This design comes from an exercise in tuning for small area on the open sky130 flow, not from production work. Only simulation tests tie the RTL to the original design; equivalence was not proved. No activity file was given, so power comes from the tool's default toggle rates.

`flow/run.sh`:
```
#!/bin/bash
# synth_recipe.tcl (not shown) runs the flow's synth.tcl, then flattens the netlist and writes it again
# the make line also repeats each setting of config.mk as NAME=value (left out here)
make -C /OpenROAD-flow-scripts/flow DESIGN_CONFIG=/design/flow/config.mk WORK_HOME=/design/flow/orfs CLKGATE_MAP_FILE= SYNTH_SCRIPT=/design/flow/synth_recipe.tcl finish
```
`flow/constraint.sdc`:
```
create_clock -name core_clock -period 6.0 [get_ports {clk}]
set_input_delay 1.2000 -clock core_clock [delete_from_list [all_inputs] [get_ports {clk}]]
set_output_delay 1.2000 -clock core_clock [all_outputs]
set_load 0.01 [all_outputs]
```
`flow/design.v`:
```
`timescale 1ns/1ps
`default_nettype none
package mrw_pkg;
  typedef struct packed {
    logic                     en;
    logic [6-1:0]  addr;
  } rd_req_t;
  typedef struct packed {
    logic                     en;
    logic [6-1:0]  addr;
    logic [8-1:0]    data;
  } wr_req_t;
  typedef struct packed {
    logic                     en;
    logic [3-1:0]  bank;
    logic [4-1:0]  row;
  } err_inj_t;
  typedef struct packed {
    logic                     serr;
    logic                     derr;
    logic [7-1:0]  padr;
  } rd_err_t;
  typedef struct packed {
    logic                     vld;
    logic [8-1:0]    data;
    logic                     serr;
    logic                     derr;
    logic [7-1:0]  padr;
  } rd_rsp_t;
  typedef enum logic {
    INIT_SWEEP,
    INIT_DONE
  } init_state_t;
endpackage
`default_nettype wire
`timescale 1ns/1ps
`default_nettype none
module dec2_hi (
  input  wire [1:0] a,
  input  wire [1:0] a_n,
  output wire [3:0] y
);
  g_nor2 u_0 (.a(a[1]),   .b(a[0]),   .y(y[0]));
  g_nor2 u_1 (.a(a[1]),   .b(a_n[0]), .y(y[1]));
  g_nor2 u_2 (.a(a_n[1]), .b(a[0]),   .y(y[2]));
  g_nor2 u_3 (.a(a_n[1]), .b(a_n[0]), .y(y[3]));
endmodule
module dec3_lo (
  input  wire [1:0] a,
  input  wire [1:0] a_n,
  output wire [2:0] y_n
);
  g_nand2 u_0 (.a(a_n[1]), .b(a_n[0]), .y(y_n[0]));
  g_nand2 u_1 (.a(a_n[1]), .b(a[0]),   .y(y_n[1]));
  g_nand2 u_2 (.a(a[1]),   .b(a_n[0]), .y(y_n[2]));
endmodule
module addr_split (
  input  wire [6-1:0] addr,
  output wire [12-1:0] row_hot,
  output wire [4-1:0] bank_hot
);
  wire [6-1:0] addr_n;
  wire [3:0]              lo;
  wire [2:0]              hi_n;
  wire [3:0]              lo_n;
  for (genvar i = 0; i < 6; i++) begin : g_inv
    g_inv u_inv (.a(addr[i]), .y(addr_n[i]));
  end
  dec2_hi u_bank (.a(addr[1:0]), .a_n(addr_n[1:0]), .y(bank_hot));
  dec2_hi u_lo   (.a(addr[3:2]), .a_n(addr_n[3:2]), .y(lo));
  dec3_lo u_hi   (.a(addr[5:4]), .a_n(addr_n[5:4]), .y_n(hi_n));
  for (genvar l = 0; l < 4; l++) begin : g_lo
    g_inv u_inv (.a(lo[l]), .y(lo_n[l]));
  end
  for (genvar r = 0; r < 12; r++) begin : g_row
    g_nor2 u_row (.a(hi_n[r / 4]), .b(lo_n[r % 4]), .y(row_hot[r]));
  end
endmodule
module wr_select (
  input  wire                     en,
  input  wire  [6-1:0] addr,
  output wire  [12-1:0] row_n,
  output wire  [4-1:0] bank_n
);
  wire [6-1:0] addr_n;
  wire [2:0]              hi_n, hi;
  wire [3:0]              lo;
  for (genvar i = 0; i < 6; i++) begin : g_inv
    g_inv u_inv (.a(addr[i]), .y(addr_n[i]));
  end
  g_nand2 u_b0 (.a(addr_n[1]), .b(addr_n[0]), .y(bank_n[0]));
  g_nand2 u_b1 (.a(addr_n[1]), .b(addr[0]),   .y(bank_n[1]));
  g_nand2 u_b2 (.a(addr[1]),   .b(addr_n[0]), .y(bank_n[2]));
  g_nand2 u_b3 (.a(addr[1]),   .b(addr[0]),   .y(bank_n[3]));
  dec2_hi u_lo (.a(addr[3:2]), .a_n(addr_n[3:2]), .y(lo));
  g_nand3 u_h0 (.a(en), .b(addr_n[5]), .c(addr_n[4]), .y(hi_n[0]));
  g_nand3 u_h1 (.a(en), .b(addr_n[5]), .c(addr[4]),   .y(hi_n[1]));
  g_nand3 u_h2 (.a(en), .b(addr[5]),   .c(addr_n[4]), .y(hi_n[2]));
  for (genvar h = 0; h < 3; h++) begin : g_hi
    g_inv u_inv (.a(hi_n[h]), .y(hi[h]));
  end
  for (genvar r = 0; r < 12; r++) begin : g_row
    g_nand2 u_row (.a(hi[r / 4]), .b(lo[r % 4]), .y(row_n[r]));
  end
endmodule
module inj_select (
  input  wire                     en,
  input  wire  [3-1:0] bank,
  input  wire  [4-1:0] row,
  output wire  [12-1:0] row_n,
  output wire  [4:0]   bank_n
);
  wire [4-1:0] row_n_bit;
  wire [3-1:0] bank_n_bit;
  wire [3:0]              lo, hi, pair;
  wire                    en_n, en_lo, en_hi;
  for (genvar i = 0; i < 4; i++) begin : g_rinv
    g_inv u_inv (.a(row[i]), .y(row_n_bit[i]));
  end
  for (genvar i = 0; i < 3; i++) begin : g_binv
    g_inv u_inv (.a(bank[i]), .y(bank_n_bit[i]));
  end
  dec2_hi u_lo (.a(row[1:0]), .a_n(row_n_bit[1:0]), .y(lo));
  dec2_hi u_hi (.a(row[3:2]), .a_n(row_n_bit[3:2]), .y(hi));
  for (genvar r = 0; r < 12; r++) begin : g_row
    g_nand2 u_row (.a(hi[r / 4]), .b(lo[r % 4]), .y(row_n[r]));
  end
  g_inv   u_en_n  (.a(en), .y(en_n));
  g_nor2  u_en_lo (.a(en_n), .b(bank[2]),       .y(en_lo));
  g_nor2  u_en_hi (.a(en_n), .b(bank_n_bit[2]), .y(en_hi));
  dec2_hi u_pair  (.a(bank[1:0]), .a_n(bank_n_bit[1:0]), .y(pair));
  for (genvar b = 0; b < 4; b++) begin : g_bank
    g_nand2 u_bank (.a(en_lo), .b(pair[b]), .y(bank_n[b]));
  end
  g_nand2 u_bank4 (.a(en_hi), .b(pair[0]), .y(bank_n[4]));
endmodule
`default_nettype wire
`timescale 1ns/1ps
`default_nettype none
module mem_cell (
  input  wire  clk,
  input  wire  we,
  input  wire  we_n,
  input  wire  d,
  output logic q
);
  always_ff @(posedge clk) begin
    q <= (we && d) || (we_n && q);
  end
endmodule
module mem_word (
  input  wire                   clk,
  input  wire                   we,
  input  wire                   we_n,
  input  wire [8-1:0]  d,
  output wire [8-1:0]  q
);
  for (genvar i = 0; i < 8; i++) begin : g_bit
    mem_cell u_cell (.clk(clk), .we(we), .we_n(we_n), .d(d[i]), .q(q[i]));
  end
endmodule
module mem_we (
  input  wire row_n,
  input  wire bank_n,
  input  wire rst,
  output wire we,
  output wire we_n
);
  g_nor2 u_we   (.a(row_n), .b(bank_n), .y(we));
  g_nor2 u_we_n (.a(we),    .b(rst),    .y(we_n));
endmodule
module rd_rows (
  input  wire [12-1:0] sel,
  input  wire [12-1:0] bits,
  output wire                    q
);
  wire [3:0] part_n;
  for (genvar k = 0; k < 4; k++) begin : g_part
    g_a222oi u_aoi (.a1(sel[3*k]),   .a2(bits[3*k]),
                    .b1(sel[3*k+1]), .b2(bits[3*k+1]),
                    .c1(sel[3*k+2]), .c2(bits[3*k+2]), .y(part_n[k]));
  end
  g_nand4 u_or (.a(part_n[0]), .b(part_n[1]), .c(part_n[2]), .d(part_n[3]), .y(q));
endmodule
module rd_banks (
  input  wire [4-1:0] sel,
  input  wire [4-1:0] bits,
  output wire                    q
);
  wire lo_n, hi_n;
  assign lo_n = !((sel[0] && bits[0]) || (sel[1] && bits[1]));
  assign hi_n = !((sel[2] && bits[2]) || (sel[3] && bits[3]));
  assign q    = !(lo_n && hi_n);
endmodule
module rd_bit (
  input  wire [12-1:0]                   row_sel,
  input  wire [4-1:0]                   bank_sel,
  input  wire [4-1:0][12-1:0] bits,
  output wire                                      q
);
  wire [4-1:0] bank_q;
  for (genvar b = 0; b < 4; b++) begin : g_bank
    rd_rows u_rows (.sel(row_sel), .bits(bits[b]), .q(bank_q[b]));
  end
  rd_banks u_banks (.sel(bank_sel), .bits(bank_q), .q(q));
endmodule
`default_nettype wire
`timescale 1ns/1ps
`default_nettype none
module err_flag (
  input  wire  clk,
  input  wire  set_a_n,
  input  wire  set_b_n,
  input  wire  keep,
  output logic clr_q
);
  always_ff @(posedge clk) begin
    clr_q <= !(keep && !((set_a_n || set_b_n) && clr_q));
  end
endmodule
module err_pflag (
  input  wire  clk,
  input  wire  set_a_n,
  input  wire  set_b_n,
  input  wire  row_n,
  input  wire  rst_n,
  output logic clr_q
);
  always_ff @(posedge clk) begin
    clr_q <= !(row_n && rst_n && !((set_a_n || set_b_n) && clr_q));
  end
endmodule
module err_report (
  input  wire  [4:0]   clr,
  input  wire  [3-1:0] serve,
  output logic                    serr,
  output logic                    derr,
  output logic [3-1:0] bank
);
  logic [4:0] hits;
  always_comb begin
    hits = ~clr;
    serr = |hits;
    derr = |(hits & (hits - 1'b1));
    bank = serve;
    for (int b = 4; b >= 0; b--) begin
      if (hits[b]) bank = 3'(b);
    end
  end
endmodule
`default_nettype wire
`timescale 1ns/1ps
`default_nettype none
module g_inv (input wire a, output wire y);
  assign y = !a;
endmodule
module g_nand2 (input wire a, input wire b, output wire y);
  assign y = !(a && b);
endmodule
module g_nor2 (input wire a, input wire b, output wire y);
  assign y = !(a || b);
endmodule
module g_nand3 (input wire a, input wire b, input wire c, output wire y);
  assign y = !(a && b && c);
endmodule
module g_nand4 (input wire a, input wire b, input wire c, input wire d, output wire y);
  assign y = !(a && b && c && d);
endmodule
module g_a222oi (input wire a1, input wire a2, input wire b1, input wire b2,
                 input wire c1, input wire c2, output wire y);
  assign y = !((a1 && a2) || (b1 && b2) || (c1 && c2));
endmodule
`default_nettype wire
`timescale 1ns/1ps
`default_nettype none
module mrw_2ror1w (
  input  wire                     clk,
  input  wire                     rst,
  input  wire                     rd0_en,
  input  wire  [6-1:0] rd0_addr,
  input  wire                     rd1_en,
  input  wire  [6-1:0] rd1_addr,
  input  wire                     wr_en,
  input  wire  [6-1:0] wr_addr,
  input  wire  [8-1:0]   wr_data,
  input  wire                     inj_en,
  input  wire  [3-1:0] inj_bank,
  input  wire  [4-1:0] inj_row,
  output logic                    rsp0_vld,
  output logic [8-1:0]   rsp0_data,
  output logic                    rsp0_serr,
  output logic                    rsp0_derr,
  output logic [7-1:0] rsp0_padr,
  output logic                    rsp1_vld,
  output logic [8-1:0]   rsp1_data,
  output logic                    rsp1_serr,
  output logic                    rsp1_derr,
  output logic [7-1:0] rsp1_padr,
  output logic                    ready
);
  localparam int NB = 4;
  localparam int NR = 12;
  localparam int W  = 8;
  logic                    pend_en;
  logic [3-1:0] pend_bank;
  logic [4-1:0] pend_row;
  logic                    vld0_q, vld1_q;
  logic [6-1:0] addr0_q, addr1_q;
  always_ff @(posedge clk) begin
    pend_en   <= inj_en && rst_n;
    pend_bank <= inj_bank;
    pend_row  <= inj_row;
    vld0_q    <= rd0_en;
    vld1_q    <= rd1_en;
    addr0_q   <= rd0_addr;
    addr1_q   <= rd1_addr;
    ready     <= rst_n;
  end
  logic [NR-1:0] wr_row_n, inj_row_n;
  logic [NB-1:0] wr_bank_n;
  logic [NB:0]   inj_bank_n;
  logic          rst_n;
  wr_select  u_wr_sel  (.en(wr_en), .addr(wr_addr), .row_n(wr_row_n), .bank_n(wr_bank_n));
  inj_select u_inj_sel (.en(pend_en), .bank(pend_bank), .row(pend_row),
                        .row_n(inj_row_n), .bank_n(inj_bank_n));
  g_inv      u_rst_n   (.a(rst), .y(rst_n));
  logic [NB-1:0][NR-1:0][W-1:0] word;
  logic [W-1:0][NB-1:0][NR-1:0] word_t;
  logic [NB:0][NR-1:0]          clr;
  for (genvar r = 0; r < NR; r++) begin : g_row
    for (genvar b = 0; b < NB; b++) begin : g_bank
      wire we, we_n;
      mem_we   u_we   (.row_n(wr_row_n[r]), .bank_n(wr_bank_n[b]), .rst(rst),
                       .we(we), .we_n(we_n));
      mem_word u_word (.clk(clk), .we(we), .we_n(we_n), .d(wr_data), .q(word[b][r]));
      err_flag u_flag (.clk(clk), .set_a_n(inj_row_n[r]), .set_b_n(inj_bank_n[b]),
                       .keep(we_n), .clr_q(clr[b][r]));
      for (genvar i = 0; i < W; i++) begin : g_bit
        assign word_t[i][b][r] = word[b][r][i];
      end
    end
    err_pflag u_pflag (.clk(clk), .set_a_n(inj_row_n[r]), .set_b_n(inj_bank_n[NB]),
                       .row_n(wr_row_n[r]), .rst_n(rst_n), .clr_q(clr[NB][r]));
  end
  logic [NR-1:0] rsel0, rsel1;
  logic [NB-1:0] bsel0, bsel1;
  logic [NB:0]   clr0, clr1;
  addr_split u_rd0_split (.addr(addr0_q), .row_hot(rsel0), .bank_hot(bsel0));
  addr_split u_rd1_split (.addr(addr1_q), .row_hot(rsel1), .bank_hot(bsel1));
  for (genvar i = 0; i < W; i++) begin : g_rd
    rd_bit u_rd0 (.row_sel(rsel0), .bank_sel(bsel0), .bits(word_t[i]), .q(rsp0_data[i]));
    rd_bit u_rd1 (.row_sel(rsel1), .bank_sel(bsel1), .bits(word_t[i]), .q(rsp1_data[i]));
  end
  for (genvar b = 0; b <= NB; b++) begin : g_flag
    rd_rows u_clr0 (.sel(rsel0), .bits(clr[b]), .q(clr0[b]));
    rd_rows u_clr1 (.sel(rsel1), .bits(clr[b]), .q(clr1[b]));
  end
  logic [3-1:0] serve1;
  assign serve1 = (vld0_q && addr0_q[1:0] == addr1_q[1:0]) ? 3'(NB)
                                                           : {1'b0, addr1_q[1:0]};
  err_report u_rep0 (.clr(clr0), .serve({1'b0, addr0_q[1:0]}),
                     .serr(rsp0_serr), .derr(rsp0_derr), .bank(rsp0_padr[6:4]));
  err_report u_rep1 (.clr(clr1), .serve(serve1),
                     .serr(rsp1_serr), .derr(rsp1_derr), .bank(rsp1_padr[6:4]));
  assign rsp0_vld       = vld0_q;
  assign rsp0_padr[3:0] = addr0_q[6-1:2];
  assign rsp1_vld       = vld1_q;
  assign rsp1_padr[3:0] = addr1_q[6-1:2];
endmodule
`default_nettype wire
```
`flow/config.mk`:
```
export PLATFORM = sky130hd
export DESIGN_NAME = mrw_2ror1w
export DESIGN_NICKNAME = mrw_2ror1w
export VERILOG_FILES = /design/flow/design.v
export SDC_FILE = /design/flow/constraint.sdc
export NUM_CORES = 4
export LEC_CHECK = 0
export CAP_MARGIN = 20
export CORE_MARGIN = 2
export CORE_UTILIZATION = 40
export SLEW_MARGIN = 20
export SYNTH_HIERARCHICAL = 1
```
==> flow_summary.toml, run 1 <==
[worst_setup_path]
reg2reg_to = "g_row[5].g_bank[2].u_flag.clr_q$_DFF_P_"
cp_common_cell = "nand2_1"
critPathBufInv = 3
reg2reg_slack_ps = 4430
startpoint = "addr0_q[5]$_DFF_P_"
crit_path_end_kind = "output pin"
crit_family = "compound AO/OA/AOI/OAI gates"
path_max_fanout = 28
worstPathCellList = "inv_1 -> nand2_1 -> nor2_2 -> buf_4 -> a222oi_1 -> nand4_1 -> a22oi_1 -> nand2_1 -> clkdlybuf4s50_1"
cp_slowest_cell = "a222oi_1"
crit_arrival_ps = 3880
cp-start-kind = "flop"
cp.depth = 9
critPathKind = "reg2out"
ff2ff_path_depth = 5
slowest_delay_ps = 700
cp-endpoint = "rsp0_data[3]"
cp.required_ps = 4800
timing.rr.start = "pend_en$_DFF_P_"

[cells_and_area]
drive_above_1_share_pct = 8.48
final_common_cell = "dfxtp_1"
syn2layout_area_growth_pct = 19.0
fin_nets = 1863
multiInputGateArea_sq_um = 8690
final_cell_mix = "dfxtp_1 (467), a22o_1 (384), a222oi_1 (296), nor2_1 (129), nand2_1 (109)"
fin_area_sq_um = 21600
nFillCells = 4206
ff_latch_area_sq_um = 9350

[die]
rows = 78
die_h_um = 217
start_util_pct = 40.2
coreArea_sq_um = 45100
io_pins = 76
dieArea_sq_um = 47100
die_w_um = 217

[synthesis]
mappedNetlistNets = 1704
ys_warn_count = 11
syn_area_sq_um = 18100
avgSynthCellArea_sq_um = 10.9
synthCells = 1665

[clock_network]
cts_resized = 0
path_clk_slew_ps = 60
htree_levels = 2
cts_setup_buffers = 0
cts_sinks = 467
cts_hold_buf = 0
clk_path_buf_depth = 3
cts_made_buffers = 49
clock-root-buffer = "clkbuf_16"
clkLatencyLatePin_ps = 610
cts_tree = "built"

[global_routing]
grt.overflow.total = 0
grt_start_max_net_pins = 50
grt_pass1_vias = 17400
grt_pass1_wl_um = 119000
antenna_found_initial = 3
track_usage_pct = 33.8

[detailed_routing]
remaining_drc_errors = 0
postRouteAntennaNets = 0
drt-wirelength-per-cell_um = 33.2
wirelength_um = 81800
vias = 18500
via_per_inst = 7.50
drtPass1Iterations = 13
dr.first_iter.drc_count = 3828

[status]
status = "complete, no violations"

[power_and_ir_drop]
leakage_nw = 7.75
power.density_nw_per_um2 = 310
irDropWorstVdd_mv = 0.244

[flow_run]
maxCapViolCount = 0

[placed_design]
port_buffers = 75
hpwl_um = 52300
place_area_sq_um = 20000
gp_congestion = 0.981

[sta]
slew_headroom_pct = 20.0
tightest_slew_ps = 1200
finClkSkew_ps = 20.6
period_minus_slack_ps = 5080
rsz0062_at_grt = "false"
fmax_ghz = 0.197
final.setup.tns_ps = 0
min_period_over_period_pct = 84.7
drv_slew = 0
hold_violations = 0
setup_viol = 0

[worst_hold_path]
hp-class = "reg2reg"
## power by group
part,switching (mW),internal [mW],total (mW)
Clock,1.32,1.77,3.08
Combinational,0.332,0.118,0.450
Sequential,0.0276,3.13,3.16
## worst min-delay path by stage
stage / from / to / cells after the start
floorplan: g_row[0].g_bank[0].u_flag.clr_q$_DFF_P_ / g_row[0].g_bank[0].u_flag.clr_q$_DFF_P_ / 2
global placement: g_row[5].g_bank[2].u_flag.clr_q$_DFF_P_ / g_row[5].g_bank[2].u_flag.clr_q$_DFF_P_ / 2
detailed placement: g_row[6].g_bank[1].u_word.g_bit[6].u_cell.q$_DFF_P_ / g_row[6].g_bank[1].u_word.g_bit[6].u_cell.q$_DFF_P_ / 1
CTS: g_row[8].g_bank[2].u_flag.clr_q$_DFF_P_ / g_row[8].g_bank[2].u_flag.clr_q$_DFF_P_ / 2
global route: g_row[11].g_bank[2].u_flag.clr_q$_DFF_P_ / g_row[11].g_bank[2].u_flag.clr_q$_DFF_P_ / 2
finish: g_row[8].g_bank[3].u_flag.clr_q$_DFF_P_ / g_row[8].g_bank[3].u_flag.clr_q$_DFF_P_ / 2
## per-layer routing
metal  track usage (%)  up-vias  part of all wire, %
li1                  -     7624                    -
met1              45.5     9004                   39
met2              49.1     1529                   42
met3              7.81      336                   12
met4              20.4        2                  7.1
met5                 0        -                0.012
## worst register-to-register path, cell delays in order (launching register included)
cell	delay, ps
dfxtp_1	310
inv_1	130
nor2_1	270
nand2_1	370
o21ai_1	260
nand2_1	80
## layout make-up
cell class	instances	share of cell area, %
well taps	600	3.48
clock inverters	17	0.696
diodes	2	0.0232
repair buffers	116	4.79
inverters	40	0.696
multi-input cells	1150	40.2
flip-flops and latches	467	43.3
clock buffers	73	6.76
## registers in the layout (all words and copies together), names as in the netlist, 3 cells and up
signal	cells
g_row.g_bank.u_word.g_bit.u_cell.q	384
g_row.g_bank.u_flag.clr_q	48
g_row.u_pflag.clr_q	12
addr0_q	6
addr1_q	6
pend_row	4
pend_bank	3
## through the flow
step                      util (%)  instances  hold WS (ps)  total power, mW  setup slack (ps)
after floorplan                  -       1665           455             3.40              2070
after CTS                     47.9       2463           488             6.69               990
final                         47.9       2465           487             6.69               916
after global placement        44.2       2371           468             3.65              1600
after detailed placement      44.3       2373           476             3.65              1660
after global routing          47.9       2463           509             6.84               821
==> run 2, diff against run 1 <==
--- a/flow/config.mk
+++ b/flow/config.mk
@@ -10,2 +10,3 @@
 export CORE_UTILIZATION = 40
+export CTS_BUF_LIST = sky130_fd_sc_hd__clkbuf_4
 export SLEW_MARGIN = 20
==> flow_summary.toml, run 2 <==
[status]
status = "complete, no violations"

[die]
io_pins = 76
coreArea_sq_um = 45100
start_util_pct = 40.2
die_h_um = 217
die_w_um = 217
rows = 78
dieArea_sq_um = 47100

[clock_network]
path_clk_slew_ps = 60
cts_hold_buf = 0
htree_levels = 3
cts_resized = 0
clkLatencyLatePin_ps = 900
clock-root-buffer = "clkbuf_4"
clk_path_buf_depth = 3
cts_made_buffers = 120
cts_setup_buffers = 0
cts_tree = "built"
cts_sinks = 467

[detailed_routing]
wirelength_um = 82300
dr.first_iter.drc_count = 3743
drt-wirelength-per-cell_um = 31.9
vias = 19000
remaining_drc_errors = 0
postRouteAntennaNets = 0
via_per_inst = 7.36
drtPass1Iterations = 14

[global_routing]
grt.overflow.total = 0
grt_start_max_net_pins = 50
antenna_found_initial = 1
track_usage_pct = 34.1
grt_pass1_vias = 18000
grt_pass1_wl_um = 120000

[sta]
min_period_over_period_pct = 89.7
rsz0062_at_grt = "false"
final.setup.tns_ps = 0
hold_violations = 0
setup_viol = 0
finClkSkew_ps = 36.6
slew_headroom_pct = 18.1
fmax_ghz = 0.186
tightest_slew_ps = 1230
drv_slew = 0
period_minus_slack_ps = 5380

[worst_setup_path]
reg2reg_slack_ps = 4420
cp_common_cell = "inv_1"
slowest_delay_ps = 750
cp_slowest_cell = "a222oi_1"
cp.required_ps = 4800
crit_path_end_kind = "output pin"
timing.rr.start = "pend_en$_DFF_P_"
path_max_fanout = 37
worstPathCellList = "inv_1 -> nor2_1 -> inv_1 -> nor2_2 -> buf_4 -> a222oi_1 -> nand4_1 -> a22oi_1 -> nand2_1 -> clkdlybuf4s50_1"
crit_arrival_ps = 4180
cp-start-kind = "flop"
critPathKind = "reg2out"
ff2ff_path_depth = 5
reg2reg_to = "g_row[5].g_bank[2].u_flag.clr_q$_DFF_P_"
startpoint = "addr0_q[3]$_DFF_P_"

[synthesis]
syn_area_sq_um = 18100
synthCells = 1665
mappedNetlistNets = 1704
ys_warn_count = 11
avgSynthCellArea_sq_um = 10.9

[cells_and_area]
nFillCells = 4302
multiInputGateArea_sq_um = 8690
fin_area_sq_um = 21500
regMostFlops = "g_row.g_bank.u_word.g_bit.u_cell.q"
final_util_pct = 47.6
final_cell_mix = "dfxtp_1 (467), a22o_1 (384), a222oi_1 (296), clkbuf_4 (173), nor2_1 (129)"
fin_nets = 1934
drive_above_1_share_pct = 13.3
largest_reg_flops = 384
final_common_cell = "dfxtp_1"
ff_latch_area_sq_um = 9350
top_regs = "g_row.g_bank.u_word.g_bit.u_cell.q (384), g_row.g_bank.u_flag.clr_q (48), g_row.u_pflag.clr_q (12)"
syn2layout_area_growth_pct = 18.3

[worst_hold_path]
hold_depth = 2
min_to = "g_row[8].g_bank[3].u_flag.clr_q$_DFF_P_"
hp-start = "g_row[8].g_bank[3].u_flag.clr_q$_DFF_P_"
hp-class = "reg2reg"

[placed_design]
place_area_sq_um = 20000
gp_congestion = 0.981
port_buffers = 75
hpwl_um = 52300

[power_and_ir_drop]
leakage_nw = 7.85
irDropWorstVdd_mv = 0.153
finalPower_mw = 6.34
power.density_nw_per_um2 = 295

[flow_run]
maxCapViolCount = 0
==> run 2: per-stage QoR <==
step                cells  hold WS, ps  setup slack (ps)
finish               2583          488               620
CTS                  2581          488               677
global route         2582          511               554
global placement     2371          468              1600
detailed placement   2373          476              1660
floorplan            1665          455              2070
==> run 2: cell type report <==
type,instances,area share [%]
Antenna cell,2,0.0233
Multi-Input combinational cell,1150,40.5
Timing Repair Buffer,116,4.81
Tap cell,600,3.50
Inverter,40,0.699
Clock buffer,173,6.05
Sequential cell,467,43.5
Clock inverter,35,0.903
==> run 2: metal layers <==
| layer | up-vias | track usage (%) | part of all wire, % |
|---|---|---|---|
| met1 | 9215 | 45.2 | 39 |
| met3 | 316 | 8.48 | 13 |
| met5 | - | 0 | 0 |
| met4 | 0 | 21.7 | 6.6 |
| met2 | 1649 | 49.6 | 42 |
| li1 | 7840 | - | - |
==> run 2: worst max path at each step <==
stage                               to  slack, ps  cells past startpoint
after floorplan           rsp0_padr[4]       2070                      9
after global placement    rsp0_padr[4]       1600                     10
after detailed placement  rsp1_padr[4]       1660                     10
after CTS                 rsp1_padr[4]        680                     10
after global routing      rsp1_padr[4]        550                     10
final                     rsp0_data[2]        620                     10
==> run 2: where the power goes <==
part	internal [mW]	switching, mW
registers	3.13	0.0275
clock network	1.40	1.34
logic	0.118	0.332
total	4.64	1.70
==> run 2: critical path, delay by kind of cell (launching register included) <==
kind            cells  cell delay, ps
compound gates      2            1280
buf+inv             4            1080
simple gates        4             530
flops               1             330
==> run 3, diff against run 2 <==
--- a/flow/config.mk
+++ b/flow/config.mk
@@ -10,3 +10,5 @@
 export CORE_UTILIZATION = 40
-export CTS_BUF_LIST = sky130_fd_sc_hd__clkbuf_4
+export CTS_BUF_LIST = sky130_fd_sc_hd__clkbuf_8
+export CTS_CLUSTER_DIAMETER = 60
+export CTS_CLUSTER_SIZE = 18
 export SLEW_MARGIN = 20
==> flow_summary.toml, run 3 <==
[placed_design]
gp_congestion = 0.981
hpwl_um = 52300
port_buffers = 75
place_ws_ps = 1660
dp.cells = 2373

[detailed_routing]
wirelength_um = 81400
dr.first_iter.drc_count = 3920
vias = 18400
drt-wirelength-per-cell_um = 33.4
via_per_inst = 7.54
remaining_drc_errors = 0
postRouteAntennaNets = 0
drtPass1Iterations = 11

[synthesis]
syn_area_sq_um = 18100
avgSynthCellArea_sq_um = 10.9
synthCells = 1665
ys_warn_count = 11
mappedNetlistNets = 1704

[power_and_ir_drop]
p_seq_share_pct = 57.4
p_sw_share_pct = 28.1
combPwrFrac_pct = 8.2
finalPower_mw = 5.49
internal-power_mw = 3.95
clockPowerShare_pct = 34.4
leakage_nw = 7.34
p_sw_mw = 1.54
irDropWorstVdd_mv = 0.171
power.density_nw_per_um2 = 265

[worst_setup_path]
cp.required_ps = 4800
crit_arrival_ps = 3940
reg2reg_slack_ps = 4430
path_max_fanout = 14
cp-start-kind = "flop"
timing.rr.start = "pend_en$_DFF_P_"
startpoint = "addr1_q[4]$_DFF_P_"
cp-endpoint = "rsp1_padr[4]"
critPathKind = "reg2out"
ff2ff_path_depth = 5
crit_path_end_kind = "output pin"
reg2reg_to = "g_row[5].g_bank[2].u_flag.clr_q$_DFF_P_"

[sta]
fmax_ghz = 0.194
hold_violations = 0
final.setup.tns_ps = 0
drv_slew = 0
min_period_over_period_pct = 85.7
fin_ws_ps = 856
period_minus_slack_ps = 5140
finClkSkew_ps = 41.1
tightest_slew_ps = 1190
rsz0062_at_grt = "false"
slew_headroom_pct = 20.8
whs_ps = 495
setup_viol = 0

[cells_and_area]
fin_nets = 1852
multiInputGateArea_sq_um = 8690
final_cell_mix = "dfxtp_1 (467), a22o_1 (384), a222oi_1 (296), nor2_1 (129), nand2_1 (109)"
final_common_cell = "dfxtp_1"
regMostFlops = "g_row.g_bank.u_word.g_bit.u_cell.q"
drive_above_1_share_pct = 7.68
syn2layout_area_growth_pct = 14.3
ff_latch_area_sq_um = 9350
top_regs = "g_row.g_bank.u_word.g_bit.u_cell.q (384), g_row.g_bank.u_flag.clr_q (48), g_row.u_pflag.clr_q (12)"
largest_reg_flops = 384
nFillCells = 4269
antenna_cells = 0
finalNonFillerCells = 2436

[clock_network]
cts_resized = 0
path_clk_slew_ps = 100
cts_hold_buf = 0
cts_tree = "built"
cts_made_buffers = 38
clock-root-buffer = "clkbuf_8"
clk_path_buf_depth = 3
cts_setup_buffers = 0
htree_levels = 2
clkLatencyLatePin_ps = 660
cts_sinks = 467

[flow_run]
maxCapViolCount = 0

[die]
io_pins = 76
die_h_um = 217
start_util_pct = 40.2
die_w_um = 217
rows = 78
dieArea_sq_um = 47100
coreArea_sq_um = 45100

[global_routing]
antenna_found_initial = 0
grt_pass1_vias = 17100
track_usage_pct = 33.7
grt.overflow.total = 0
grt_start_max_net_pins = 50
grt_pass1_wl_um = 118000

[status]
status = "complete, no violations"

[worst_hold_path]
hp-class = "reg2reg"
[run 3: cell count changes in the layout (fill, tap and decap cells not counted), sizes merged]
cell	change
clkbuf	-133
clkinv	-19
clkinvlp	+6
diode	-2
inv	+2
bufinv	-1
[run 3: cell type report]
| class | instances | area share (%) |
|---|---|---|
| repair buffers | 116 | 4.98 |
| multi-input cells | 1150 | 41.9 |
| well taps | 600 | 3.62 |
| flip-flops and latches | 467 | 45.1 |
| inverters | 40 | 0.724 |
| clock buffers | 40 | 2.65 |
| clock inverters | 23 | 1.04 |
[run 3: through the flow]
step	util [%]	cell area [sq um]
2_1_floorplan	-	18100
3_3_place_gp	44.2	19900
3_5_place_dp	44.3	20000
4_1_cts	46.0	20700
5_1_grt	46.0	20700
6_report	46.0	20700
[run 3: power groups by stage]
stage	sequential, mW	combinational (mW)	clock, mW
3_3_place_gp	3.22	0.426	0
6_report	3.15	0.449	1.89
4_1_cts	3.15	0.432	1.91
2_1_floorplan	3.21	0.185	0
5_1_grt	3.16	0.462	2.03
3_5_place_dp	3.22	0.430	0
[run 3: how the worst min path moves through the flow]
stage / from / to / slack [ps] / cells after the start
floorplan: g_row[0].g_bank[0].u_flag.clr_q$_DFF_P_ / g_row[0].g_bank[0].u_flag.clr_q$_DFF_P_ / 460 / 2
global route: g_row[11].g_bank[2].u_flag.clr_q$_DFF_P_ / g_row[11].g_bank[2].u_flag.clr_q$_DFF_P_ / 510 / 2
global placement: g_row[5].g_bank[2].u_flag.clr_q$_DFF_P_ / g_row[5].g_bank[2].u_flag.clr_q$_DFF_P_ / 470 / 2
CTS: g_row[8].g_bank[2].u_flag.clr_q$_DFF_P_ / g_row[8].g_bank[2].u_flag.clr_q$_DFF_P_ / 490 / 2
finish: g_row[8].g_bank[2].u_flag.clr_q$_DFF_P_ / g_row[8].g_bank[2].u_flag.clr_q$_DFF_P_ / 490 / 2
detailed placement: g_row[6].g_bank[1].u_word.g_bit[6].u_cell.q$_DFF_P_ / g_row[6].g_bank[1].u_word.g_bit[6].u_cell.q$_DFF_P_ / 480 / 1
[run 3: critical path, stage by stage, from the launching register on]
cell,delay [ps]
dfxtp_1,340
inv_1,70
nand2_1,180
nor2_2,810
buf_4,340
a222oi_1,130
nand4_1,370
a21bo_2,190
nand2_1,40
a21boi_0,230
clkdlybuf4s50_1,580
[run 3: per-layer routing]
layer	track usage, %	up-vias	part of all wire, %
met3	7.59	287	12
met5	0	-	0
li1	-	7570	-
met2	49.3	1535	42
met4	18.2	0	6.2
met1	46.1	8968	40
==> run 4, diff against run 3 <==
==> flow/flow/run.sh (new file) <==
#!/bin/bash
# The standard layout (the standard.sh, unchanged synthesis, floorplan, power grid and
# tap cells) with two changes:
#  - each input and output port gets a sky130_fd_sc_hd__buf_1 as its port buffer;
#  - clock tree synthesis uses clkbuf_8 with clusters of up to 18 flip-flops and no
#    dummy loads.
# Each tool's full output stays in the ORFS logs under orfs/logs; make's output is in
# flow_make.log.
set -euo pipefail
bash standard.sh \
  BUFFER_PORTS_ARGS="-buffer_cell sky130_fd_sc_hd__buf_1" \
  CTS_ARGS="-sink_clustering_enable -repair_clock_nets -buf_list sky130_fd_sc_hd__clkbuf_8 -sink_clustering_size 18 -sink_clustering_max_diameter 60 -dont_use_dummy_load" \
  finish > flow_make.log 2>&1
==> flow/standard.sh (new file) <==
#!/bin/bash
# synth_recipe.tcl (not shown) runs the flow's synth.tcl, then flattens the netlist and writes it again
# the make line also repeats each setting of config.mk as NAME=value (left out here)
make -C /OpenROAD-flow-scripts/flow DESIGN_CONFIG=/design/flow/config.mk WORK_HOME=/design/flow/orfs CLKGATE_MAP_FILE= SYNTH_SCRIPT=/design/flow/synth_recipe.tcl "${@:-finish}"
--- a/flow/config.mk
+++ b/flow/config.mk
@@ -10,5 +10,2 @@
 export CORE_UTILIZATION = 40
-export CTS_BUF_LIST = sky130_fd_sc_hd__clkbuf_8
-export CTS_CLUSTER_DIAMETER = 60
-export CTS_CLUSTER_SIZE = 18
 export SLEW_MARGIN = 20
removed: flow/run.sh
==> flow_summary.toml, run 4 <==
[global_routing]
grt_pass1_vias = 16800
grt.overflow.total = 0
grt_use_met2_pct = 47.7
antenna_found_initial = 0
use_met3_pct = 8.08
grt_start_max_net_pins = 50
grt_busiest_layer = "met2"
track_usage_pct = 32.5
grt_use_met1_pct = 43.6
grt_pass1_wl_um = 114000

[detailed_routing]
remaining_drc_errors = 0
via_per_inst = 7.53
vias = 18100
drt-wirelength-per-cell_um = 32.8
wirelength_um = 79000
postRouteAntennaNets = 0
dr.first_iter.drc_count = 4236
drtPass1Iterations = 13

[clock_network]
clock-root-buffer = "clkbuf_8"
cts_sinks = 467
cts_made_buffers = 37
cts_setup_buffers = 0
cts_resized = 0
cts_tree = "built"
path_clk_slew_ps = 100
htree_levels = 2
clkLatencyLatePin_ps = 660
clk_path_buf_depth = 3
cts_hold_buf = 0

[cells_and_area]
drive_above_1_share_pct = 6.36
top_regs = "g_row.g_bank.u_word.g_bit.u_cell.q (384), g_row.g_bank.u_flag.clr_q (48), g_row.u_pflag.clr_q (12)"
fin_area_sq_um = 20200
final_common_cell = "dfxtp_1"
syn2layout_area_growth_pct = 11.2
antenna_cells = 0
regMostFlops = "g_row.g_bank.u_word.g_bit.u_cell.q"
fin_nets = 1849
finalNonFillerCells = 2408
final_cell_mix = "dfxtp_1 (467), a22o_1 (384), a222oi_1 (296), nor2_1 (129), nand2_1 (109)"
final_util_pct = 44.7
largest_reg_flops = 384

[placed_design]
port_buffers = 75
gp_congestion = 0.987
hpwl_um = 50300
place_area_sq_um = 19500
dp.cells = 2366

[sta]
tightest_slew_ps = 1220
finClkSkew_ps = 37.4
rsz0062_at_grt = "false"
setup_viol = 0
period_minus_slack_ps = 4870
min_period_over_period_pct = 81.2
drv_slew = 0
final.setup.tns_ps = 0
hold_violations = 0
slew_headroom_pct = 18.3
fmax_ghz = 0.205

[worst_hold_path]
hp-start = "g_row[3].g_bank[2].u_flag.clr_q$_DFF_P_"
hold_depth = 2
min_to = "g_row[3].g_bank[2].u_flag.clr_q$_DFF_P_"
hp-class = "reg2reg"

[die]
coreArea_sq_um = 45100
io_pins = 76
rows = 78
die_w_um = 217
start_util_pct = 40.2
dieArea_sq_um = 47100
die_h_um = 217

[power_and_ir_drop]
finalPower_mw = 5.17
power.density_nw_per_um2 = 257
leakage_nw = 7.06
irDropWorstVdd_mv = 0.185

[synthesis]
synthCells = 1665
syn_area_sq_um = 18100
mappedNetlistNets = 1704
avgSynthCellArea_sq_um = 10.9
ys_warn_count = 11

[worst_setup_path]
critPathKind = "reg2out"
reg2reg_to = "g_row[6].g_bank[3].u_flag.clr_q$_DFF_P_"
crit_arrival_ps = 3670
path_max_fanout = 22
cp-start-kind = "flop"
reg2reg_slack_ps = 4430
ff2ff_path_depth = 5
cp.required_ps = 4800
crit_path_end_kind = "output pin"
timing.rr.start = "pend_row[2]$_DFF_P_"

[status]
status = "complete, no violations"

[flow_run]
maxCapViolCount = 0
[run 4: worst max-delay path: stages, from the launching register on]
cell and delay (ps):
dfxtp_1 380, inv_1 70, nor2_1 100, inv_1 110
nor2_2 950, buf_4 420, a222oi_1 180, nand4_1 200
a22oi_1 240, nand2_1 200, buf_1 160
[run 4: final cells by class]
type	count	area [sq um]
timing repair buffer	114	681
inverter	40	150
tap	600	751
sequential	467	9350
fill	4303	24900
clock buffer	37	509
multi-input combinational	1150	8730
[run 4: how the worst max path moves through the flow]
stage / startpoint / endpoint / slack (ps) / cells after the start
6_report: addr0_q[2]$_DFF_P_ / rsp0_data[6] / 1130 / 10
5_1_grt: addr0_q[2]$_DFF_P_ / rsp0_derr / 980 / 11
4_1_cts: addr0_q[2]$_DFF_P_ / rsp0_padr[4] / 1230 / 11
3_5_place_dp: addr1_q[2]$_DFF_P_ / rsp1_padr[4] / 1910 / 10
3_3_place_gp: addr0_q[5]$_DFF_P_ / rsp0_padr[6] / 1990 / 9
2_1_floorplan: addr0_q[2]$_DFF_P_ / rsp0_padr[4] / 2070 / 9
[run 4: per-stage QoR]
| step | setup slack [ps] | hold slack (ps) |
|---|---|---|
| final | 1130 | 493 |
| after global routing | 981 | 506 |
| after CTS | 1230 | 492 |
| after detailed placement | 1910 | 474 |
| after global placement | 1990 | 470 |
| after floorplan | 2070 | 455 |
[run 4: layer usage]
layer	wire [um]	share of wire (%)	up-vias
met5	0	0	-
li1	-	-	7556
met1	30400	38	8767
met3	10500	13	291
met2	32700	41	1530
met4	5450	6.9	0
[run 4: report_power, final]
part	switching (mW)	leakage (nW)	total, mW	internal, mW
logic	0.330	3.02	0.421	0.0905
registers	0.0276	3.78	3.15	3.13
clock network	1.04	0.266	1.60	0.557
==> run 5, diff against run 4 <==
--- a/flow/design.v
+++ b/flow/design.v
@@ -57,5 +57,5 @@
 module addr_split (
-  input  wire [6-1:0] addr,
-  output wire [12-1:0] row_hot,
-  output wire [4-1:0] bank_hot
+  input  wire [6-1:0]                   addr,
+  output wire [4-1:0][12-1:0] row_hot,
+  output wire [4-1:0]                   bank_hot
 );
@@ -74,4 +74,6 @@
   end
-  for (genvar r = 0; r < 12; r++) begin : g_row
-    g_nor2 u_row (.a(hi_n[r / 4]), .b(lo_n[r % 4]), .y(row_hot[r]));
+  for (genvar c = 0; c < 4; c++) begin : g_copy
+    for (genvar r = 0; r < 12; r++) begin : g_row
+      g_nor2 u_row (.a(hi_n[r / 4]), .b(lo_n[r % 4]), .y(row_hot[c][r]));
+    end
   end
@@ -195,3 +197,3 @@
 module rd_bit (
-  input  wire [12-1:0]                   row_sel,
+  input  wire [4-1:0][12-1:0] row_sel,
   input  wire [4-1:0]                   bank_sel,
@@ -202,3 +204,3 @@
   for (genvar b = 0; b < 4; b++) begin : g_bank
-    rd_rows u_rows (.sel(row_sel), .bits(bits[b]), .q(bank_q[b]));
+    rd_rows u_rows (.sel(row_sel[b]), .bits(bits[b]), .q(bank_q[b]));
   end
@@ -344,3 +346,3 @@
   end
-  logic [NR-1:0] rsel0, rsel1;
+  logic [NB-1:0][NR-1:0] rsel0, rsel1;
   logic [NB-1:0] bsel0, bsel1;
@@ -354,4 +356,4 @@
   for (genvar b = 0; b <= NB; b++) begin : g_flag
-    rd_rows u_clr0 (.sel(rsel0), .bits(clr[b]), .q(clr0[b]));
-    rd_rows u_clr1 (.sel(rsel1), .bits(clr[b]), .q(clr1[b]));
+    rd_rows u_clr0 (.sel(rsel0[b % NB]), .bits(clr[b]), .q(clr0[b]));
+    rd_rows u_clr1 (.sel(rsel1[b % NB]), .bits(clr[b]), .q(clr1[b]));
   end
==> flow/flow/run.sh (replaced) <==
#!/bin/bash
# The standard layout (the standard.sh, unchanged synthesis, floorplan, power grid and
# tap cells) with two changes:
#  - each input and output port gets a sky130_fd_sc_hd__buf_1 as its port buffer;
#  - clock tree synthesis uses clkbuf_8 with clusters of up to 16 flip-flops and no
#    dummy loads.
# Each tool's full output stays in the ORFS logs under orfs/logs; make's output is in
# flow_make.log.
set -euo pipefail
bash standard.sh \
  BUFFER_PORTS_ARGS="-buffer_cell sky130_fd_sc_hd__buf_1" \
  CTS_ARGS="-sink_clustering_enable -repair_clock_nets -buf_list sky130_fd_sc_hd__clkbuf_8 -sink_clustering_size 16 -sink_clustering_max_diameter 60 -dont_use_dummy_load" \
  finish > flow_make.log 2>&1
==> flow_summary.toml, run 5 <==
[status]
status = "complete, no violations"

[detailed_routing]
dr.first_iter.drc_count = 4199
drt-wirelength-per-cell_um = 33.3
postRouteAntennaNets = 0
via_per_inst = 7.44
remaining_drc_errors = 0
drtPass1Iterations = 15
wirelength_um = 81700
vias = 18200

[clock_network]
clk_path_buf_depth = 3
cts_made_buffers = 38
clock-root-buffer = "clkbuf_8"
cts_setup_buffers = 0
cts_tree = "built"
cts_sinks = 467
cts_resized = 0
path_clk_slew_ps = 100
cts_hold_buf = 0
htree_levels = 2
clkLatencyLatePin_ps = 650

[global_routing]
track_usage_pct = 33.3
grt_use_met1_pct = 44.5
grt_pass1_wl_um = 117000
antenna_found_initial = 1
grt_use_met2_pct = 52.0
grt_busiest_layer = "met2"
grt_start_max_net_pins = 50
use_met3_pct = 7.72
grt.overflow.total = 0
grt_pass1_vias = 16300

[synthesis]
avgSynthCellArea_sq_um = 10.6
synthCells = 1737
ys_warn_count = 11
mappedNetlistNets = 1776
syn_area_sq_um = 18400

[sta]
period_minus_slack_ps = 5120
final.setup.tns_ps = 0
finClkSkew_ps = 42.6
drv_slew = 0
tightest_slew_ps = 1030
whs_ps = 485
setup_viol = 0
hold_violations = 0
slew_headroom_pct = 31.2
fmax_ghz = 0.195
fin_ws_ps = 881
rsz0062_at_grt = "false"
min_period_over_period_pct = 85.3

[placed_design]
gp_congestion = 0.997
hpwl_um = 55800
place_ws_ps = 1630
port_buffers = 75

[power_and_ir_drop]
irDropWorstVdd_mv = 0.163
power.density_nw_per_um2 = 259
leakage_nw = 7.00

[cells_and_area]
final_common_cell = "dfxtp_1"
syn2layout_area_growth_pct = 8.60
drive_above_1_share_pct = 3.40
final_cell_mix = "dfxtp_1 (467), a22o_1 (384), a222oi_1 (296), nor2_1 (225), nand2_1 (109)"
final_util_pct = 44.1
regMostFlops = "g_row.g_bank.u_word.g_bit.u_cell.q"
fin_nets = 1893
largest_reg_flops = 384
top_regs = "g_row.g_bank.u_word.g_bit.u_cell.q (384), g_row.g_bank.u_flag.clr_q (48), g_row.u_pflag.clr_q (12)"
nFillCells = 4364

[worst_setup_path]
crit_path_end_kind = "output pin"
cp.required_ps = 4800
timing.rr.start = "pend_row[3]$_DFF_P_"
startpoint = "addr1_q[5]$_DFF_P_"
critPathKind = "reg2out"
crit_arrival_ps = 3920
path_max_fanout = 16
cp-start-kind = "flop"

[die]
dieArea_sq_um = 47800
start_util_pct = 40.6
die_w_um = 219
coreArea_sq_um = 45400
io_pins = 76
die_h_um = 219
rows = 78

[flow_run]
maxCapViolCount = 0

[worst_hold_path]
hp-start = "g_row[1].g_bank[0].u_flag.clr_q$_DFF_P_"
hp-class = "reg2reg"
[run 5: worst paths after layout]
path,to,slack [ps],cells past startpoint
max,rsp1_data[5],880,8
min,g_row[1].g_bank[0].u_flag.clr_q$_DFF_P_,490,2
max reg2reg,g_row[10].u_pflag.clr_q$_DFF_P_,4300,5
min reg2reg,g_row[1].g_bank[0].u_flag.clr_q$_DFF_P_,490,2
[run 5: report_power, final]
group	switching (mW)	leakage [nW]	internal, mW
Sequential	0.0313	3.78	3.13
Combinational	0.338	2.95	0.0818
Clock	1.03	0.273	0.570
[run 5: layout make-up]
cell class	count	area, sq um	area share, %
antenna	1	2.50	0.0125
clock buffer	38	523	2.62
inverter	40	150	0.751
multi-input combinational	1222	8850	44.3
sequential	467	9350	46.8
tap	600	751	3.75
timing repair buffer	85	368	1.84
[run 5: stage by stage]
stage / instances / power [mW] / cell area (sq um)
global route: 2452 / 5.33 / 20000
detailed placement: 2414 / 3.63 / 19500
floorplan: 1737 / 3.41 / 18400
CTS: 2452 / 5.18 / 20000
finish: 2453 / 5.18 / 20000
global placement: 2414 / 3.62 / 19500
[run 5: worst max-delay path: stages (launching register included)]
cell and delay, ps:
dfxtp_1 370, inv_1 60, nand2_1 590, nor2_1 390
a222oi_1 640, nand4_1 300, a22oi_1 550, nand2_1 200
buf_1 170
[run 5: metal layers]
metal  share of wire [%]  up-vias  routed length, um
met1                  40     8877              32400
met4                 4.6        0               3770
met3                  12      244               9600
met2                  44     1390              36000
li1                    -     7738                  -
met5                   0        -                  0
==> run 6, diff against run 5 <==
==> flow/run.sh (new file) <==
#!/bin/bash
# synth_recipe.tcl (not shown) runs the flow's synth.tcl, then flattens the netlist and writes it again
# the make line also repeats each setting of config.mk as NAME=value (left out here)
make -C /OpenROAD-flow-scripts/flow DESIGN_CONFIG=/design/flow/config.mk WORK_HOME=/design/flow/orfs CLKGATE_MAP_FILE= SYNTH_SCRIPT=/design/flow/synth_recipe.tcl finish
--- a/flow/config.mk
+++ b/flow/config.mk
@@ -10,2 +10,5 @@
 export CORE_UTILIZATION = 40
+export CTS_BUF_LIST = sky130_fd_sc_hd__clkbuf_8
+export CTS_CLUSTER_DIAMETER = 60
+export CTS_CLUSTER_SIZE = 16
 export SLEW_MARGIN = 20
removed: flow/flow/run.sh
removed: flow/standard.sh
==> flow_summary.toml, run 6 <==
[status]
status = "complete, no violations"

[clock_network]
path_clk_slew_ps = 100
cts_tree = "built"
cts_made_buffers = 41
htree_levels = 2
cts_hold_buf = 0
cts_resized = 0
clock-root-buffer = "clkbuf_8"
clkLatencyLatePin_ps = 670
cts_sinks = 467
cts_setup_buffers = 0
clk_path_buf_depth = 3

[worst_setup_path]
path_max_fanout = 16
ff2ff_path_depth = 5
crit_path_end_kind = "output pin"
slowest_delay_ps = 640
cp-start-kind = "flop"
crit_arrival_ps = 4520
worstPathCellList = "inv_1 -> nand2_1 -> nor2_1 -> a222oi_1 -> nand4_1 -> and3_2 -> o21a_1 -> a31oi_1 -> clkdlybuf4s50_1"
cp.required_ps = 4800
critPathKind = "reg2out"
cp_slowest_cell = "nand2_1"

[sta]
hold_violations = 0
period_minus_slack_ps = 5720
slew_headroom_pct = 39.4
rsz0062_at_grt = "false"
setup_viol = 0
finClkSkew_ps = 48.4
drv_slew = 0
final.setup.tns_ps = 0
fmax_ghz = 0.175
fin_ws_ps = 278
tightest_slew_ps = 909
min_period_over_period_pct = 95.4

[cells_and_area]
fin_nets = 1897
antenna_cells = 0
syn2layout_area_growth_pct = 12.5
regMostFlops = "g_row.g_bank.u_word.g_bit.u_cell.q"
nFillCells = 4288
largest_reg_flops = 384
ff_latch_area_sq_um = 9350
drive_above_1_share_pct = 4.58
fin_area_sq_um = 20700
finalNonFillerCells = 2477
final_cell_mix = "dfxtp_1 (467), a22o_1 (384), a222oi_1 (296), nor2_1 (225), nand2_1 (109)"
final_common_cell = "dfxtp_1"
top_regs = "g_row.g_bank.u_word.g_bit.u_cell.q (384), g_row.g_bank.u_flag.clr_q (48), g_row.u_pflag.clr_q (12)"
multiInputGateArea_sq_um = 8850

[global_routing]
grt_start_max_net_pins = 50
antenna_found_initial = 0
grt_pass1_vias = 16800
grt.overflow.total = 0
grt_pass1_wl_um = 116000
track_usage_pct = 33.1

[placed_design]
place_ws_ps = 1150
place_area_sq_um = 19900
hpwl_um = 55500
port_buffers = 75
dp.cells = 2415
gp_congestion = 1.00

[worst_hold_path]
hold_depth = 2
hp-class = "reg2reg"

[detailed_routing]
dr.max_layer_used = "met4"
remaining_drc_errors = 0
wl_met3_um = 9030
postRouteAntennaNets = 0
m1WireLength_um = 32100
dr.first_iter.drc_count = 4270
wirelength_um = 81300
vias = 18600
route.met2.wl_um = 35200
drtPass1Iterations = 15
drt-wirelength-per-cell_um = 32.8
via_per_inst = 7.49

[synthesis]
synthCells = 1737
syn_area_sq_um = 18400
avgSynthCellArea_sq_um = 10.6
mappedNetlistNets = 1776
ys_warn_count = 11

[die]
io_pins = 76
die_h_um = 219
dieArea_sq_um = 47800
die_w_um = 219
rows = 78
coreArea_sq_um = 45400
start_util_pct = 40.6

[power_and_ir_drop]
leakage_nw = 7.32
irDropWorstVdd_mv = 0.181
power.density_nw_per_um2 = 270

[flow_run]
maxCapViolCount = 0
==> run 6: report_power, final <==
group          total, mW  switching, mW  internal (mW)
clock network       1.99           1.16          0.831
registers           3.16         0.0309           3.13
logic              0.450          0.338          0.112
total               5.60           1.53           4.07
==> run 6: final timing paths <==
path                                                              start                                 endpoint  slack (ps)
worst max register to register                      pend_row[1]$_DFF_P_  g_row[2].g_bank[0].u_flag.clr_q$_DFF_P_        4290
worst min register to register  g_row[1].g_bank[0].u_flag.clr_q$_DFF_P_  g_row[1].g_bank[0].u_flag.clr_q$_DFF_P_         490
worst max-delay path                                 addr1_q[5]$_DFF_P_                                rsp1_derr         280
worst min-delay path            g_row[1].g_bank[0].u_flag.clr_q$_DFF_P_  g_row[1].g_bank[0].u_flag.clr_q$_DFF_P_         490
==> run 6: metrics by stage <==
step / hold WS [ps] / power, mW / utilization, %
CTS: 487 / 5.60 / 45.7
finish: 486 / 5.60 / 45.7
floorplan: 455 / 3.41 / -
global route: 512 / 5.76 / 45.7
detailed placement: 471 / 3.66 / 43.8
global placement: 471 / 3.65 / 43.8
==> run 6: layout make-up <==
class | count | area share (%)
Sequential cell | 467 | 45.1
Multi-Input combinational cell | 1222 | 42.7
Timing Repair Buffer | 86 | 3.83
Tap cell | 600 | 3.62
Clock buffer | 44 | 2.92
Clock inverter | 18 | 1.06
Inverter | 40 | 0.725
==> run 6: critical path, delay by kind of cell (launching register included) <==
kind	cells	cell delay, ps
AND/OR/NAND/NOR	4	1720
flip-flops	1	370
AO/OA/AOI/OAI	3	1060
buffers and inverters	2	690
==> run 6: routing by layer <==
metal | vias to the layer above | global-route usage (%)
li1 | 7768 | -
met1 | 9114 | 43.0
met2 | 1380 | 50.9
met3 | 290 | 8.20
met4 | 0 | 16.7
met5 | - | 0

## what the ideal ports hide
No port has a modelled driver above. Below, the same layouts with a new extraction and two added sets of constraints. Step 1: set_driving_cell puts a clkbuf_16 on clk and a buf_2 on each other input, an assumption about the parent block. Step 2, shift: input delay + t, output delay - t, t = (earliest + latest rising clock arrival at the registers) / 2. This alone moves slack from input paths to output paths. Slacks: no drivers / after step 1 / after step 2; pairs: no drivers / after step 1.
run | shift t [ns] | setup slack, ns | worst hold slack (ns) | worst setup path at the end | worst data-port slew with drivers (ns)
run 1 | 0.653 | 0.916 / 0.857 / 1.511 | 0.487 / 0.487 / 0.487 | register to output | 0.04
run 2 | 0.936 | 0.620 / 0.568 / 1.504 | 0.488 / 0.488 / 0.488 | register to output | 0.04
run 3 | 0.698 | 0.856 / 0.801 / 1.499 | 0.495 / 0.495 / 0.495 | register to output | 0.04
run 4 | 0.683 | 1.127 / 1.075 / 1.758 | 0.493 / 0.493 / 0.493 | register to output | 0.04
run 5 | 0.690 | 0.881 / 0.827 / 1.517 | 0.485 / 0.485 / 0.485 | register to output | 0.04
run 6 | 0.700 | 0.278 / 0.224 / 0.924 | 0.486 / 0.486 / 0.486 | register to output | 0.04
After both steps every run listed still meets setup and hold.
